What follows belongs to an exercise in optimizing a design on an open flow for small area and few clock cycles per item; a production flow would make more cautious choices.
Function was checked by simulation only, so behaviour that the tests miss may differ from the original.

[design/flow/config.mk]
export PLATFORM = sky130hd
export DESIGN_NAME = h2o_serial_accum
export DESIGN_NICKNAME = h2o_serial_accum
export VERILOG_FILES = /design/flow/design.v
export SDC_FILE = /design/flow/constraint.sdc
export NUM_CORES = 4
export LEC_CHECK = 0
export CAP_MARGIN = 20
export CORE_MARGIN = 2
export CORE_UTILIZATION = 40
export SLEW_MARGIN = 20
[design/flow/run.sh]
#!/bin/bash
# synth_recipe.tcl (not shown) runs the flow's synth.tcl, then flattens the netlist and writes it again
# the make line also repeats each setting of config.mk as NAME=value (left out here)
make -C /OpenROAD-flow-scripts/flow DESIGN_CONFIG=/design/flow/config.mk WORK_HOME=/design/flow/orfs CLKGATE_MAP_FILE= SYNTH_SCRIPT=/design/flow/synth_recipe.tcl finish
[design/flow/constraint.sdc]
create_clock -name core_clock -period 8.0 [get_ports {clk}]
set_input_delay 1.6000 -clock core_clock [delete_from_list [all_inputs] [get_ports {clk}]]
set_output_delay 1.6000 -clock core_clock [all_outputs]
set_load 0.01 [all_outputs]
[design/flow/design.v]
module h2o_serial_accum #(
  parameter int                 N_HIDDEN = 20,
  parameter int                 DATA_W   = 32,
  parameter int                 FRAC     = 15,
  parameter int                 ACC_W    = 40,
  parameter logic signed [31:0] BIAS     = 32'sd0
) (
  input  logic                     clk,
  input  logic                     rst_n,
  input  logic signed [DATA_W-1:0] h_data,
  input  logic                     h_valid,
  input  logic                     h_last,
  output logic                     h_ready,
  output logic signed [DATA_W-1:0] y_data,
  output logic                     y_valid,
  input  logic                     y_ready,
  output logic                     frame_err
);
  localparam int COEF_W = 16;
  localparam int IDX_W  = $clog2(N_HIDDEN);
  localparam int MUL_W  = DATA_W + COEF_W;
  localparam int PROD_W = MUL_W - FRAC;
  localparam logic [IDX_W-1:0] LAST_IDX = IDX_W'(N_HIDDEN - 1);
  localparam logic signed [ACC_W:0] SAT_MAX =
    {{(ACC_W - DATA_W + 2){1'b0}}, {(DATA_W - 1){1'b1}}};
  localparam logic signed [ACC_W:0] SAT_MIN =
    {{(ACC_W - DATA_W + 2){1'b1}}, {(DATA_W - 1){1'b0}}};
  typedef enum logic [1:0] {
    S_IDLE,
    S_ACCUM,
    S_DRAIN,
    S_OUT
  } state_t;
  function automatic logic signed [COEF_W-1:0] coef(input logic [IDX_W-1:0] i);
    logic signed [COEF_W-1:0] c;
    c = '0;
    case (i)
      0:  c =  16'sd800;
      1:  c = -16'sd2047;
      2:  c =  16'sd1374;
      3:  c =  16'sd2448;
      4:  c = -16'sd2532;
      5:  c = -16'sd3970;
      6:  c = -16'sd2782;
      7:  c =  16'sd5063;
      8:  c = -16'sd7033;
      9:  c =  16'sd6124;
      10: c = -16'sd1435;
      11: c =  16'sd3729;
      12: c = -16'sd4799;
      13: c =  16'sd7123;
      14: c =  16'sd1851;
      15: c = -16'sd5187;
      16: c =  16'sd8427;
      17: c = -16'sd6695;
      18: c = -16'sd4377;
      19: c = -16'sd1838;
      default: c = '0;
    endcase
    coef = c;
  endfunction
  function automatic logic signed [PROD_W-1:0] scale(
    input logic signed [DATA_W-1:0] x,
    input logic signed [COEF_W-1:0] c
  );
    logic signed [MUL_W-1:0] xe;
    logic signed [MUL_W-1:0] ce;
    logic signed [MUL_W-1:0] m;
    xe = {{COEF_W{x[DATA_W-1]}}, x};
    ce = {{DATA_W{c[COEF_W-1]}}, c};
    m  = xe * ce;
    scale = PROD_W'(m >>> FRAC);
  endfunction
  function automatic logic signed [DATA_W-1:0] sat(input logic signed [ACC_W:0] s);
    logic signed [DATA_W-1:0] r;
    if (s > SAT_MAX)      r = {1'b0, {(DATA_W - 1){1'b1}}};
    else if (s < SAT_MIN) r = {1'b1, {(DATA_W - 1){1'b0}}};
    else                  r = DATA_W'(s);
    sat = r;
  endfunction
  state_t                    r_state;
  logic [IDX_W-1:0]          r_idx;
  logic signed [ACC_W-1:0]   r_acc;
  logic signed [PROD_W-1:0]  r_prod_p1;
  logic                      r_prod_vld_p1;
  logic signed [DATA_W-1:0]  r_y_data;
  logic                      r_y_valid;
  logic                      r_frame_err;
  logic                      w_accept;
  logic                      w_at_last;
  logic                      w_frame_bad;
  logic signed [ACC_W-1:0]   w_prod_ext;
  logic signed [ACC_W:0]     w_bias_ext;
  logic signed [ACC_W:0]     w_biased;
  assign h_ready     = (r_state == S_ACCUM);
  assign w_accept    = h_valid && h_ready;
  assign w_at_last   = (r_idx == LAST_IDX);
  assign w_frame_bad = w_accept && (h_last != w_at_last);
  assign w_prod_ext  = {{(ACC_W - PROD_W){r_prod_p1[PROD_W-1]}}, r_prod_p1};
  assign w_bias_ext  = {{(ACC_W + 1 - 32){BIAS[31]}}, BIAS};
  assign w_biased    = $signed({r_acc[ACC_W-1], r_acc}) + w_bias_ext;
  assign y_data      = r_y_data;
  assign y_valid     = r_y_valid;
  assign frame_err   = r_frame_err;
  always_ff @(posedge clk) begin
    if (w_accept) begin
      r_prod_p1 <= scale(h_data, coef(r_idx));
    end
  end
  always_ff @(posedge clk or negedge rst_n) begin
    if (!rst_n) begin
      r_state       <= S_IDLE;
      r_idx         <= '0;
      r_acc         <= '0;
      r_prod_vld_p1 <= 1'b0;
      r_y_data      <= '0;
      r_y_valid     <= 1'b0;
      r_frame_err   <= 1'b0;
    end else begin
      r_frame_err   <= 1'b0;
      r_prod_vld_p1 <= 1'b0;
      if (r_prod_vld_p1) begin
        r_acc <= r_acc + w_prod_ext;
      end
      case (r_state)
        S_IDLE: begin
          r_state <= S_ACCUM;
        end
        S_ACCUM: begin
          if (w_accept) begin
            if (w_frame_bad) begin
              r_acc       <= '0;
              r_idx       <= '0;
              r_frame_err <= 1'b1;
            end else begin
              r_prod_vld_p1 <= 1'b1;
              r_idx         <= r_idx + IDX_W'(1);
              if (w_at_last) begin
                r_state <= S_DRAIN;
              end
            end
          end
        end
        S_DRAIN: begin
          if (!r_prod_vld_p1) begin
            r_y_data  <= sat(w_biased);
            r_y_valid <= 1'b1;
            r_state   <= S_OUT;
          end
        end
        S_OUT: begin
          if (y_ready) begin
            r_y_valid <= 1'b0;
            r_acc     <= '0;
            r_idx     <= '0;
            r_state   <= S_ACCUM;
          end
        end
        default: begin
          r_state <= S_IDLE;
        end
      endcase
    end
  end
endmodule
==> run notes <==
==> cells in the mapped netlist, drive strengths merged, types with 4 or more instances <==
master / instances
o21ai: 54
a21o: 41
o22ai: 7
buf: 9
a31oi: 7
a211o: 7
o21bai: 10
a211oi: 14
xor2: 24
clkbuf: 108
mux2i: 26
o211ai: 13
fa: 487
o21a: 9
a21oi: 115
and3: 31
nand2b: 13
or3: 6
xnor2: 47
ha: 166
nor2b: 39
edfxtp: 33
nand3: 18
and2: 177
inv: 546
nand4: 11
a31o: 4
nor2: 131
nand2: 344
nor3: 19
o31ai: 6
or2: 6
nor4: 5
dfrtp: 82
==> logic make-up (layout without fill, tap and decap cells) <==
logic type | Yosys count | after routing | synth area share (%)
compound gates | 317 | 317 | 8.52
xor+xnor | 71 | 71 | 2.57
fa+ha+maj | 653 | 653 | 48.9
buf+inv | 665 | 756 | 10.4
flops | 115 | 115 | 12.6
mux | 28 | 28 | 1.17
simple gates | 810 | 810 | 15.9
==> per-layer routing <==
metal | global-route usage, % | vias up
met5 | 0 | -
met4 | 3.10 | 0
met3 | 2.73 | 39
met2 | 31.9 | 447
met1 | 28.8 | 9086
li1 | - | 8300
==> worst min-delay path, stage by stage (launching register included) <==
cell     delay [ps]
dfrtp_1         360
nand2_1          50
o21ai_0          60
==> placed cells by master, fill, tap and decap left out, types with 13 or more instances in the layout <==
cell type,Yosys,layout
a21o_1,40,40
a21oi_1,113,111
and2_1,177,177
and3_1,31,31
buf_12,0,19
buf_4,2,86
clkbuf_16,0,17
clkdlybuf4s50_1,0,70
dfrtp_1,82,79
edfxtp_1,33,33
fa_1,487,487
ha_1,166,166
inv_1,544,544
mux2i_1,26,26
nand2_1,344,344
nand2b_1,13,13
nand3_1,17,17
nor2_1,131,131
nor2b_1,39,37
nor3_1,19,19
o21ai_0,45,42
xnor2_1,47,47
xor2_1,24,24
==> per-stage QoR <==
stage	worst slack, ps	util, %	std cells
after floorplan	731	-	2659
after global placement	-9.78	44.1	3500
after detailed placement	-120	44.1	3500
after CTS	302	45.1	3532
after global routing	4.35	45.1	3532
final	281	45.1	3532
==> path summary, 6_finish.rpt <==
path | startpoint | to | slack, ps | cells past startpoint
setup reg to reg | r_idx[1] | r_prod_p1[32] | 390 | 29
min in group asynchronous | rst_n | r_acc[28] | 1080 | 1
max in group asynchronous | rst_n | r_idx[2] | 5780 | 2
hold / removal | r_y_valid | r_y_valid | 500 | 2
hold reg to reg | r_y_valid | r_y_valid | 500 | 2
setup / recovery | h_data[5] | r_prod_p1[32] | 280 | 21
==> registers in the layout (all words and copies together) (netlist names) <==
name           cells
r_acc             40
r_frame_err        1
r_idx              5
r_prod_p1         33
r_prod_vld_p1      1
r_state            2
r_y_data          32
r_y_valid          1
==> layout make-up <==
cell class / count / area (µm²) / share of cell area, %
inverters: 548 / 2060 / 7.59
flip-flops and latches: 115 / 3050 / 11.2
clock buffers: 17 / 425 / 1.57
clock inverters: 15 / 158 / 0.582
repair buffers: 176 / 1740 / 6.41
multi-input cells: 1879 / 18700 / 69.0
well taps: 782 / 978 / 3.61
==> timing repair <==
item | in CTS | in global routing
resized for setup | 0 | 3
buffers inserted | 0 | 0
setup endpoints to repair | 0 | 2
==> impl_metrics.tcl <==
set metrics [dict create \
    start_util_pct 40.3 \
    status "finished clean" \
    finalInstanceArea_um2 27100 \
    portBuffers 71 \
    report.final.slew_viol_count 0 \
    drv_cap 0 \
    synth_area_leaders "fa_1 (40%), ha_1 (8.6%), dfrtp_1 (8.5%), inv_1 (8.4%), nand2_1 (5.3%)" \
    drt-met1-wl_um 28900 \
    fmax_mhz 130 \
    finalHoldViolations 0 \
    yosys_warnings 1 \
    crit_buf_inv 3 \
    final_net_count 3427 \
    routed.top_layer "met4" \
    worst-setup-path-type "input port to flip-flop" \
    period_needed_ps 7720 \
    cp.required_ps 8150 \
    crit_path_frequent_cell "fa_1" \
    syn_avg_cell_area_um2 9.10 \
    path_delay_family "adder cells" \
    track_usage_pct 19.7 \
    drt_iter0_drc 1065 \
    arrival_ps 7870 \
    clkLatencyLatePin_ps 410 \
    ys_async_sr_fraction_pct 71.3 \
    std_cell_rows 90 \
    worstPathCellList "clkdlybuf4s50_1 > and2_1 > fa_1 > inv_1 > fa_1 > inv_1 > fa_1 > fa_1 > fa_1 > fa_1 > ha_1 > a211oi_1 > o21bai_1 > or2_2 > nand4_1 > o311a_1 > a21o_2 > a31oi_4 > a21o_1 > o41ai_1 > xnor2_1" \
    cts_root_buf "clkbuf_16" \
    worstMarginPinSlew_ps 1130 \
    cts_tree "built" \
    dr_wl_met3_um 3080 \
    setup-tns-final_ps 0 \
    ys_types 79 \
    critPathCaptureType "flip-flop" \
    rsz0062_at_grt "false" \
    seq_area_frac_synth_pct 12.6 \
    globalplace.congestion 0.887 \
    die-area_um2 62500 \
    drive_gt1_share_pct 6.51 \
    synth_nets 3349 \
    syn_area_um2 24200 \
    crit_slowest_cell "clkdlybuf4s50_1" \
    postRouteAntennaNets 0 \
    clkTransAtPathRegs_ps 70 \
    route.detailed.drc 0 \
    synth-main-ff-cell "dfrtp_1" \
    grt_max_degree 62 \
    synth_top_area_share_pct 40.3 \
    fill_cells 5754 \
    n_antenna_cell 0 \
    first_pass_iters 8 \
    cts_sinks 115 \
    holdWs_ps 504 \
    pin_count 72 \
    cp_max_fo 8 \
    via_per_inst 5.06 \
    synth_seq_cells 115 \
    numCtsBuffers 17 \
    grt_pass1_wl_um 100000 \
    synth_edf_count 33 \
    met2RoutedLength_um 27300 \
    post-route-period-util_pct 96.5 \
    core_area_um2 60100 \
    syn-instance-count 2659 \
    start_kind "input port" \
    grt_pass1_vias 19300 \
    relSlewSlack_pct 24.4 \
    skew_ps 14.1 \
    place_area_um2 26500 \
    min_path_type "flip-flop to flip-flop" \
    hpwl_um 49900 \
    die_w_um 250 \
    setup_viol 0 \
    vias 17900 \
    cts.path.max_buffers 2 \
    synth_largest_area_cell "fa_1" \
    antenna_found_initial 0 \
    area_growth_pct 12.0 \
    grt_overflow 0 \
    dieHeight_um 250 \
    wl_per_cell_um 17.0 \
    cpPeakStageDelay_ps 630 \
    cts.htree.levels 4 \
    wl_um 59900 \
    ctsHoldBuffers 0 \
]
Testbench counts, summed over its fixed seeds: cycles 11,784, frames 512.

re-timing with driven ports:
Ports are ideal in the flow. The routed layout listed here was re-timed in OpenROAD.
Step 1: set_driving_cell puts a clkbuf_16 on clk and a buf_2 on each other input, an assumption about the parent block.
Step 2 moves the port delays by t, midway between the first and last clock arrival at a register: inputs arrive t later, outputs are due t later. That takes back most of the time a late clock gives input paths.
Slacks: no drivers / after step 1 / after step 2; pairs: no drivers / after step 1.
t, ns: 0.453
setup WS [ns]: 0.281 / 0.301 / -0.152
worst slew at a driven data input, ns: 0.06
Met with ideal ports but missed after step 2: setup timing in this run. For this run, drivers alone change the setup slack by +0.020 ns; drivers and shift together by -0.433 ns.
